What follows belongs to an exercise in optimizing a design on an open flow for small area, a short achievable clock period and few clock cycles per item; a production flow would make more cautious choices. The RTL was checked by simulation tests, not by an equivalence proof against the original design. No activity file was given, so power comes from the tool's default toggle rates.

garnet:
==> flow/design.v (excerpt) <==
module sql_lexer_token_classifier_core (
  input  logic        clk,
  input  logic        rst_n,
  input  logic        in_valid,
  output logic        in_stall,
  input  logic [15:0] in_code_unit,
  input  logic        in_text_end,
  output logic        out_valid,
  input  logic        out_stall,
  output logic [1:0]  out_token_class,
  output logic [15:0] out_token_start,
  output logic [16:0] out_token_end,
  output logic        out_run_last,
  output logic        out_offset_overflow
);
Settings: LEC_CHECK=0, CAP_MARGIN=20, CORE_MARGIN=2, CORE_UTILIZATION=40, CTS_BUF_LIST=sky130_fd_sc_hd__clkbuf_8, SETUP_SLACK_MARGIN=5, SLEW_MARGIN=20; clock period 8.5 ns.
standard.sh (not shown) runs the stock make flow with config.mk's settings and CLKGATE_MAP_FILE= SYNTH_SCRIPT=/design/flow/synth_recipe.tcl, a recipe that flattens the netlist after the stock synthesis.
==> flow/flow/run.sh <==
#!/bin/bash
# Layout: the standard flow (standard.sh, all steps, standard synthesis) with two
# changes:
#  - the buffers that ORFS puts on the input and output ports at global placement are
#    sky130_fd_sc_hd__buf_2 instead of ORFS's default pick (a delay buffer cell); each
#    port still gets its own buffer;
set -euo pipefail
M1=5.4
M2=5.4
cp config.mk config_ports.mk
echo 'export BUFFER_PORTS_ARGS = -buffer_cell sky130_fd_sc_hd__buf_2' >> config_ports.mk
sed "s#DESIGN_CONFIG=[^ ]*config.mk#DESIGN_CONFIG=$PWD/config_ports.mk#" standard.sh > standard_ports.sh
grep -q "config_ports.mk" standard_ports.sh
grep -q "SETUP_SLACK_MARGIN=" standard_ports.sh
sed "s#SETUP_SLACK_MARGIN=[0-9.]*#SETUP_SLACK_MARGIN=$M1#" standard_ports.sh > standard_m1.sh
sed "s#SETUP_SLACK_MARGIN=[0-9.]*#SETUP_SLACK_MARGIN=$M2#" standard_ports.sh > standard_m2.sh
bash standard_m1.sh cts > standard_cts.log 2>&1
bash standard_m2.sh > standard_finish.log 2>&1
test -f out/final.def
Testbench counts of garnet, summed over its fixed seeds: cycles 30,831, chars 30,799.
Here is what was changed in the inputs of raven compared with garnet.
==> flow/run.sh (new file) <==
#!/bin/bash
# synth_recipe.tcl (not shown) runs the flow's synth.tcl, then flattens the netlist and writes it again
# the make line also repeats each setting of config.mk as NAME=value (left out here)
make -C /OpenROAD-flow-scripts/flow DESIGN_CONFIG=/design/flow/config.mk WORK_HOME=/design/flow/orfs CLKGATE_MAP_FILE= SYNTH_SCRIPT=/design/flow/synth_recipe.tcl finish
removed: flow/flow/run.sh
removed: flow/standard.sh
[summary]
raven — layout buffer count excluding clock buffers 5 higher, garnet as reference. Comparing garnet and raven, the lower cell area is on garnet. raven: critical-path maximum fanout 30 above garnet. Looking only at sum of routed wire length over all layers, and setting everything else aside, the higher value of garnet and raven goes to garnet. [compare] base=garnet new=raven: register area share after synthesis held steady; synthesized instance count held steady. Compared to garnet, raven has count of buffers added by post-CTS timing repair for setup 6 lower. Compared with garnet, raven shows a higher critical path depth.

* * *

v17:
Starting RTL as in the previous note.
==> flow/config.mk <==
export PLATFORM = sky130hd
export DESIGN_NAME = sql_lexer_token_classifier_core
export DESIGN_NICKNAME = sql_lexer_token_classifier_core
export VERILOG_FILES = /design/flow/design.v
export SDC_FILE = /design/flow/constraint.sdc
export NUM_CORES = 4
export LEC_CHECK = 0
export CAP_MARGIN = 20
export CORE_MARGIN = 2
export CORE_UTILIZATION = 40
export CTS_BUF_LIST = sky130_fd_sc_hd__clkbuf_8
export SETUP_SLACK_MARGIN = 5
export SLEW_MARGIN = 20
export SYNTH_HIERARCHICAL = 1
==> flow/constraint.sdc <==
create_clock -name core_clock -period 8.5 [get_ports {clk}]
set_input_delay 1.7000 -clock core_clock [delete_from_list [all_inputs] [get_ports {clk}]]
set_output_delay 1.7000 -clock core_clock [all_outputs]
set_load 0.01 [all_outputs]
==> flow/flow/run.sh <==
#!/bin/bash
# Layout: the standard flow (standard.sh, all steps, standard synthesis) with two
# changes:
#  - the buffers that ORFS puts on the input and output ports at global placement are
#    sky130_fd_sc_hd__buf_2 instead of ORFS's default pick (a delay buffer cell); each
#    port still gets its own buffer;
set -euo pipefail
M1=5.3
M2=5.3
cp config.mk config_ports.mk
echo 'export BUFFER_PORTS_ARGS = -buffer_cell sky130_fd_sc_hd__buf_2' >> config_ports.mk
sed "s#DESIGN_CONFIG=[^ ]*config.mk#DESIGN_CONFIG=$PWD/config_ports.mk#" standard.sh > standard_ports.sh
grep -q "config_ports.mk" standard_ports.sh
grep -q "SETUP_SLACK_MARGIN=" standard_ports.sh
sed "s#SETUP_SLACK_MARGIN=[0-9.]*#SETUP_SLACK_MARGIN=$M1#" standard_ports.sh > standard_m1.sh
sed "s#SETUP_SLACK_MARGIN=[0-9.]*#SETUP_SLACK_MARGIN=$M2#" standard_ports.sh > standard_m2.sh
bash standard_m1.sh cts > standard_cts.log 2>&1
bash standard_m2.sh > standard_finish.log 2>&1
test -f out/final.def
Testbench counts of v17, summed over its fixed seeds: cycles 30,831, chars 30,799.
Modified inputs, v24 compared to v17
Settings: SYNTH_HIERARCHICAL no longer set, was 1.
==> flow/flow/run.sh <==
#!/bin/bash
# Layout: the standard flow (standard.sh, all steps, standard synthesis) with one
# change: the buffers that ORFS puts on the input and output ports at global placement
# are sky130_fd_sc_hd__buf_2 instead of ORFS's default pick (a delay buffer cell).
# Each port still gets its own buffer. The whole make output goes to standard.log; the
# ORFS tools' own logs stay under orfs/logs/.
set -euo pipefail
cp config.mk config_ports.mk
echo 'export BUFFER_PORTS_ARGS = -buffer_cell sky130_fd_sc_hd__buf_2' >> config_ports.mk
sed "s#DESIGN_CONFIG=[^ ]*config.mk#DESIGN_CONFIG=$PWD/config_ports.mk#" standard.sh > standard_ports.sh
grep -q "config_ports.mk" standard_ports.sh
bash standard_ports.sh > standard.log 2>&1
test -f out/final.def
Results
- Looking at area added between synthesis and finish across v24 and v17, the one that comes out higher is v17.
- Taking v17 as the reference, in v24 synthesized cell count climbed 15, cell area after synthesis climbed about 2%.
#### Input delta (v52 over v24)
==> flow/flow/run.sh <==
#!/bin/bash
# Layout: the standard flow (standard.sh, all steps, standard synthesis) with two
# changes:
#  - the buffers that ORFS puts on the input and output ports at global placement are
#    sky130_fd_sc_hd__buf_2 instead of ORFS's default pick (a delay buffer cell); each
#    port still gets its own buffer;
set -euo pipefail
M1=5.7
M2=5.7
cp config.mk config_ports.mk
echo 'export BUFFER_PORTS_ARGS = -buffer_cell sky130_fd_sc_hd__buf_2' >> config_ports.mk
sed "s#DESIGN_CONFIG=[^ ]*config.mk#DESIGN_CONFIG=$PWD/config_ports.mk#" standard.sh > standard_ports.sh
grep -q "config_ports.mk" standard_ports.sh
grep -q "SETUP_SLACK_MARGIN=" standard_ports.sh
sed "s#SETUP_SLACK_MARGIN=[0-9.]*#SETUP_SLACK_MARGIN=$M1#" standard_ports.sh > standard_m1.sh
sed "s#SETUP_SLACK_MARGIN=[0-9.]*#SETUP_SLACK_MARGIN=$M2#" standard_ports.sh > standard_m2.sh
bash standard_m1.sh cts > standard_cts.log 2>&1
bash standard_m2.sh > standard_finish.log 2>&1
test -f out/final.def
==> run notes <==
Delta (v52 minus v24): post-route standard cell area excluding fillers went up; half-perimeter wire length after detailed placement went down; area taken by multi-input logic gates went up.
> inputs changed (v52 -> v57)
--- a/flow/flow/run.sh
+++ b/flow/flow/run.sh
@@ -6,6 +6,6 @@
 #    port still gets its own buffer;
 set -euo pipefail
-M1=5.7
-M2=5.7
+M1=5.3
+M2=5.3
 cp config.mk config_ports.mk
 echo 'export BUFFER_PORTS_ARGS = -buffer_cell sky130_fd_sc_hd__buf_2' >> config_ports.mk
## What came out
Delta (v57 minus v52): minimum clock period up 72 ps; sum of routed wire length over all layers down 5.7 mm; worst hold slack down 9.4 ps; number of standard cells in the layout, taps in and fillers out down 6.2%; non-clock buffer count down 82.
Multi-input gate share of the layout cell area ended up 3.9 points higher on v57 than on v52.
Taking v52 over v57, the via count ratio works out to 1.06.
Compared with v52, in v57 highest clock rate moved down; power share of the combinational group shrank by 5.8 points; met2 routed wirelength lost 14%; starting DRC count in detailed routing +about 0.8%.
What v53 does differently from v57 at the input level:
--- a/flow/flow/run.sh
+++ b/flow/flow/run.sh
@@ -6,6 +6,6 @@
 #    port still gets its own buffer;
 set -euo pipefail
-M1=5.3
-M2=5.3
+M1=5.5
+M2=5.5
 cp config.mk config_ports.mk
 echo 'export BUFFER_PORTS_ARGS = -buffer_cell sky130_fd_sc_hd__buf_2' >> config_ports.mk
v53 reached the final stage; the timing, DRC and antenna checks on its layout passed. Max post-layout minimum cycle time across v57 and v53: v57. In v53, biggest fanout along the worst timing path is lower than in v57. Against v57, v53 comes in 12 higher on non-clock buffer instance count of the final layout. Diff v57 -> v53: total power consumption of the routed design saw an increase; leakage component of the power saw an increase. | post-cts sizing count | v53 vs v57 | 24 higher |. In v53 the global-route usage turned out 1.8 points higher than in v57. After detailed routing, v57 needs less wire than v53. [diff] number of DRC markers in iteration 0, v53 relative to v57: improvement. Max-slew headroom at the worst pin in v53 is 12 points higher than in v57.
diff inputs: v53 => v54
--- a/flow/flow/run.sh
+++ b/flow/flow/run.sh
@@ -6,6 +6,6 @@
 #    port still gets its own buffer;
 set -euo pipefail
-M1=5.5
-M2=5.5
+M1=5.2
+M2=5.2
 cp config.mk config_ports.mk
 echo 'export BUFFER_PORTS_ARGS = -buffer_cell sky130_fd_sc_hd__buf_2' >> config_ports.mk
Findings:
The flow did not stop early for v54: all stages ran, and the layout cleared the timing, DRC and antenna checks.
Going from v53 to v54, critical path depth has increased; part of the power in combinational logic has decreased; layout net count has decreased; final-layout worst hold slack has decreased.
Slowest stage cell on the critical path = sky130_fd_sc_hd__or4b_1: v54; slowest stage cell on the critical path = sky130_fd_sc_hd__edfxtp_1: v53

==> what the ideal ports hide <==
No port has a modelled driver above. Below, the same layouts with a new extraction and two added sets of constraints.
Step 1 sets driving cells, clkbuf_16 on the clock port and buf_2 on the other inputs (assumed; they add their load-dependent delay and slew).
Step 2, shift: input delay + t, output delay - t, t = (earliest + latest rising clock arrival at the registers) / 2. This alone moves slack from input paths to output paths.
Three values: ideal ports, drivers, drivers and shift; two values: the first two.
run	t (ns)	setup slack, ns	hold WS [ns]	latest minus earliest clock arrival (ns)	pins driven straight from the clock port
garnet	0.398	5.251 / 5.251 / 5.068	0.453 / 0.453 / 0.453	0.015 / 0.014	1
raven	0.402	4.976 / 4.976 / 4.753	0.454 / 0.454 / 0.454	0.018 / 0.018	1
v17	0.403	5.281 / 5.281 / 5.014	0.475 / 0.475 / 0.475	0.014 / 0.014	1
v24	0.397	4.912 / 4.912 / 4.896	0.451 / 0.451 / 0.451	0.020 / 0.020	1
v52	0.413	5.331 / 5.287 / 5.123	0.459 / 0.459 / 0.459	0.023 / 0.023	1
v57	0.403	5.259 / 5.259 / 5.076	0.450 / 0.450 / 0.450	0.017 / 0.017	1
v53	0.408	5.301 / 5.257 / 5.133	0.454 / 0.454 / 0.454	0.018 / 0.019	1
v54	0.400	5.186 / 5.186 / 5.013	0.450 / 0.450 / 0.450	0.016 / 0.016	1
After both steps every run listed still meets setup and hold. The setup slack of v17, which loses most, moves by 0.000 ns with the drivers and by -0.267 ns with both steps.
